This design comes from an exercise in tuning for small area, a short achievable clock period and few clock cycles on the open sky130 flow, not from production work. In this exercise RTL edits were held to simulation tests only and were not proved equivalent to the original. Power figures rest on the tool's default switching activity, not on a simulated workload.

==> flow/design.v <==
package dcache_pkg;
    localparam int ADDR_W     = 16;
    localparam int WORD_W     = 32;
    localparam int STRB_W     = WORD_W / 8;
    localparam int LINE_WORDS = 4;
    localparam int LINE_W     = LINE_WORDS * WORD_W;
    localparam int LINES      = 16;
    localparam int OFFSET_W = $clog2(LINE_W / 8);
    localparam int INDEX_W  = $clog2(LINES);
    localparam int TAG_W    = ADDR_W - INDEX_W - OFFSET_W;
    localparam int LADDR_W  = TAG_W + INDEX_W;
    localparam int WSEL_W   = $clog2(LINE_WORDS);   
    typedef enum logic [1:0] {
        IDLE,
        WRITEBACK,
        REFILL,
        FILL
    } miss_state_t;
endpackage
`timescale 1ns/1ps
`timescale 1ns/1ps
`timescale 1ns/1ps
`timescale 1ns/1ps
`timescale 1ns/1ps
module dcache_top (
    input  logic                           CLK,
    input  logic                           RST,
    input  logic                           req_valid,
    output logic                           req_ready,
    input  logic                           req_write,
    input  logic [dcache_pkg::ADDR_W-1:0]  req_addr,
    input  logic [dcache_pkg::WORD_W-1:0]  req_wdata,
    input  logic [dcache_pkg::STRB_W-1:0]  req_wstrb,
    output logic                           rsp_valid,
    output logic [dcache_pkg::WORD_W-1:0]  rsp_rdata,
    output logic                           l2_req_valid,
    output logic [dcache_pkg::LADDR_W-1:0] l2_req_addr,
    input  logic                           l2_rsp_valid,
    input  logic [dcache_pkg::LINE_W-1:0]  l2_rsp_line,
    output logic                           l2_wb_valid,
    output logic [dcache_pkg::LADDR_W-1:0] l2_wb_addr,
    output logic [dcache_pkg::LINE_W-1:0]  l2_wb_line,
    input  logic                           l2_wb_done
);
    localparam int LINES  = dcache_pkg::LINES;
    localparam int WORDS  = dcache_pkg::LINE_WORDS;
    localparam int STRB_W = dcache_pkg::STRB_W;
    localparam int WORD_W = dcache_pkg::WORD_W;
    localparam int LINE_W = dcache_pkg::LINE_W;
    localparam int TAG_W  = dcache_pkg::TAG_W;
    localparam int IDX_W  = dcache_pkg::INDEX_W;
    localparam int WSEL_W = dcache_pkg::WSEL_W;
    logic [LINE_W-1:0] data_q [LINES];
    logic [TAG_W-1:0]  tag_q  [LINES];
    logic [LINES-1:0]  valid_q;
    logic [LINES-1:0]  dirty_q;
    logic              s1_valid;
    logic              s1_hit;      
    logic              wb_busy;     
    logic              rf_busy;     
    logic              s1_write;
    logic [TAG_W-1:0]  s1_tag;
    logic [IDX_W-1:0]  s1_idx;
    logic [WSEL_W-1:0] s1_word;
    logic [WORD_W-1:0] s1_wdata;
    logic [STRB_W-1:0] s1_wstrb;
    logic [TAG_W-1:0]  s1_vtag;     
    logic [LINE_W-1:0] s1_line;     
    logic [WORDS-1:0]  hit_wsel;    
    logic [WORDS-1:0]  rf_wsel;     
    logic              s1_free;     
    logic              fill;
    logic              s1_done;
    logic              s1_wr_arr;
    logic [LINE_W-1:0] merged;
    logic [TAG_W-1:0]  r_tag;
    logic [IDX_W-1:0]  r_idx;
    logic [WSEL_W-1:0] r_word;
    logic              r_same;
    logic [TAG_W-1:0]  r_vtag;
    logic              r_hit;
    logic              r_vdirty;
    logic [LINE_W-1:0] r_line;
    assign fill      = rf_busy && l2_rsp_valid;
    assign s1_done   = s1_hit || fill;
    assign s1_wr_arr = (s1_hit && s1_write) || fill;
    assign rsp_valid = s1_done;
    assign req_ready = s1_free || fill;
    always_comb begin
        rsp_rdata = '0;
        for (int w = 0; w < WORDS; w++) begin
            rsp_rdata = rsp_rdata | ({WORD_W{hit_wsel[w]}} & s1_line[w*WORD_W +: WORD_W])
                                  | ({WORD_W{rf_wsel[w]}} & l2_rsp_line[w*WORD_W +: WORD_W]);
        end
    end
    assign l2_wb_valid  = wb_busy;
    assign l2_wb_addr   = {s1_vtag, s1_idx};
    assign l2_wb_line   = s1_line;
    assign l2_req_valid = rf_busy;
    assign l2_req_addr  = {s1_tag, s1_idx};
    always_comb begin
        merged = rf_busy ? l2_rsp_line : s1_line;
        for (int b = 0; b < STRB_W; b++) begin
            if (s1_write && s1_wstrb[b]) begin
                merged[s1_word*WORD_W + b*8 +: 8] = s1_wdata[b*8 +: 8];
            end
        end
    end
    assign r_tag  = req_addr[dcache_pkg::ADDR_W-1 -: TAG_W];
    assign r_idx  = req_addr[dcache_pkg::OFFSET_W +: IDX_W];
    assign r_word = req_addr[dcache_pkg::OFFSET_W-1 -: WSEL_W];
    assign r_same = s1_done && (r_idx == s1_idx);
    always_comb begin
        if (r_same) begin
            r_vtag   = s1_tag;
            r_hit    = (s1_tag == r_tag);
            r_vdirty = s1_write || (!rf_busy && dirty_q[r_idx]);
            r_line   = merged;
        end else begin
            r_vtag   = tag_q[r_idx];
            r_hit    = valid_q[r_idx] && (tag_q[r_idx] == r_tag);
            r_vdirty = valid_q[r_idx] && dirty_q[r_idx];
            r_line   = data_q[r_idx];
        end
    end
    always_ff @(posedge CLK) begin
        if (RST) begin
            s1_valid <= 1'b0;
            s1_hit   <= 1'b0;
            s1_free  <= 1'b1;
            wb_busy  <= 1'b0;
            rf_busy  <= 1'b0;
            rf_wsel  <= '0;
            hit_wsel <= '0;
        end else if (req_ready) begin
            s1_valid <= req_valid;
            s1_hit   <= req_valid && r_hit;
            s1_free  <= !req_valid || r_hit;
            wb_busy  <= req_valid && !r_hit && r_vdirty;
            rf_busy  <= req_valid && !r_hit && !r_vdirty;
            for (int w = 0; w < WORDS; w++) begin
                rf_wsel[w]  <= req_valid && !r_hit && !r_vdirty && r_word == w;
                hit_wsel[w] <= req_valid && r_hit && r_word == w;
            end
        end else if (wb_busy && l2_wb_done) begin
            wb_busy <= 1'b0;
            rf_busy <= 1'b1;
            for (int w = 0; w < WORDS; w++) begin
                rf_wsel[w] <= s1_word == w;
            end
        end
    end
    always_ff @(posedge CLK) begin
        if (req_ready) begin
            s1_write <= req_write;
            s1_tag   <= r_tag;
            s1_idx   <= r_idx;
            s1_word  <= r_word;
            s1_wdata <= req_wdata;
            s1_wstrb <= req_wstrb;
            s1_vtag  <= r_vtag;
            s1_line  <= r_line;
        end
    end
    always_ff @(posedge CLK) begin
        for (int i = 0; i < LINES; i++) begin
            if (s1_wr_arr && s1_idx == i) begin
                data_q[i]  <= merged;
                dirty_q[i] <= s1_write;
            end
            if (fill && s1_idx == i) begin
                tag_q[i] <= s1_tag;
            end
        end
    end
    always_ff @(posedge CLK) begin
        if (RST) begin
            valid_q <= '0;
        end else if (fill) begin
            valid_q[s1_idx] <= 1'b1;
        end
    end
endmodule
clock: 6.5 ns
lec_check: 0
cap_margin: 20
core_margin: 2
core_utilization: 70
cts_cluster_diameter: 80
cts_cluster_size: 24
place_density: 0.75
setup_slack_margin: 3.3
slew_margin: 20
standard.sh (not shown) runs the stock make flow with config.mk's settings and CLKGATE_MAP_FILE= SYNTH_SCRIPT=/design/flow/synth_recipe.tcl, a recipe that flattens the netlist after the stock synthesis.
==> flow/flow/run.sh <==
#!/bin/bash
set -euo pipefail
bash standard.sh "BUFFER_PORTS_ARGS=-buffer_cell sky130_fd_sc_hd__buf_2" finish > flow_make.log 2>&1
The starting point produced a clean layout.
Testbench counts at the start, summed over its fixed seeds: cycles 28,336.
Edit:
--- a/flow/design.v
+++ b/flow/design.v
@@ -82,4 +82,5 @@
     logic              r_vdirty;
     logic [LINE_W-1:0] r_line;
+    logic [IDX_W-1:0]  rd_idx;      
     assign fill      = rf_busy && l2_rsp_valid;
     assign s1_done   = s1_hit || fill;
@@ -111,4 +112,5 @@
     assign r_word = req_addr[dcache_pkg::OFFSET_W-1 -: WSEL_W];
     assign r_same = s1_done && (r_idx == s1_idx);
+    assign rd_idx = req_ready ? r_idx : s1_idx;
     always_comb begin
         if (r_same) begin
@@ -121,5 +123,5 @@
             r_hit    = valid_q[r_idx] && (tag_q[r_idx] == r_tag);
             r_vdirty = valid_q[r_idx] && dirty_q[r_idx];
-            r_line   = data_q[r_idx];
+            r_line   = data_q[rd_idx];
         end
     end
@@ -160,6 +162,8 @@
             s1_wstrb <= req_wstrb;
             s1_vtag  <= r_vtag;
-            s1_line  <= r_line;
         end
+    end
+    always_ff @(posedge CLK) begin
+        s1_line <= r_line;
     end
     always_ff @(posedge CLK) begin
What happened: Wire length increases by a few percent. Hold slack is about the same. Cell count stays flat. Power grows by roughly a tenth. Clock-buffer cell count is higher by 64.
Testbench counts after the change, summed over its fixed seeds: cycles 28,336.

## re-timing with driven ports
No port has a modelled driver above. Below, the same layouts with a new extraction and two added sets of constraints. Step 1 assumes that a clkbuf_16 drives the clock port and a buf_2 every other input. Step 2 also shifts input and output timing later by t, the mid clock arrival at the registers, as if the neighbouring blocks saw the same clock. a / b / c = no drivers / after step 1 / after step 2; a / b = the first two.
| run | t, ns | setup WS [ns] | hold slack, ns | worst setup path after step 2 | clock arrival spread, ns |
|---|---|---|---|---|---|
| the first run | 0.839 | 2.696 / 2.615 / 2.451 | 0.472 / 0.472 / 0.472 | input to register | 0.052 / 0.052 |
| the second run | 0.857 | 2.551 / 2.404 / 2.368 | 0.471 / 0.471 / 0.471 | input to register | 0.040 / 0.039 |
After both steps setup and hold are still met in every run listed. The setup slack of the first run, which loses most, moves by -0.081 ns with the drivers and by -0.245 ns with both steps.
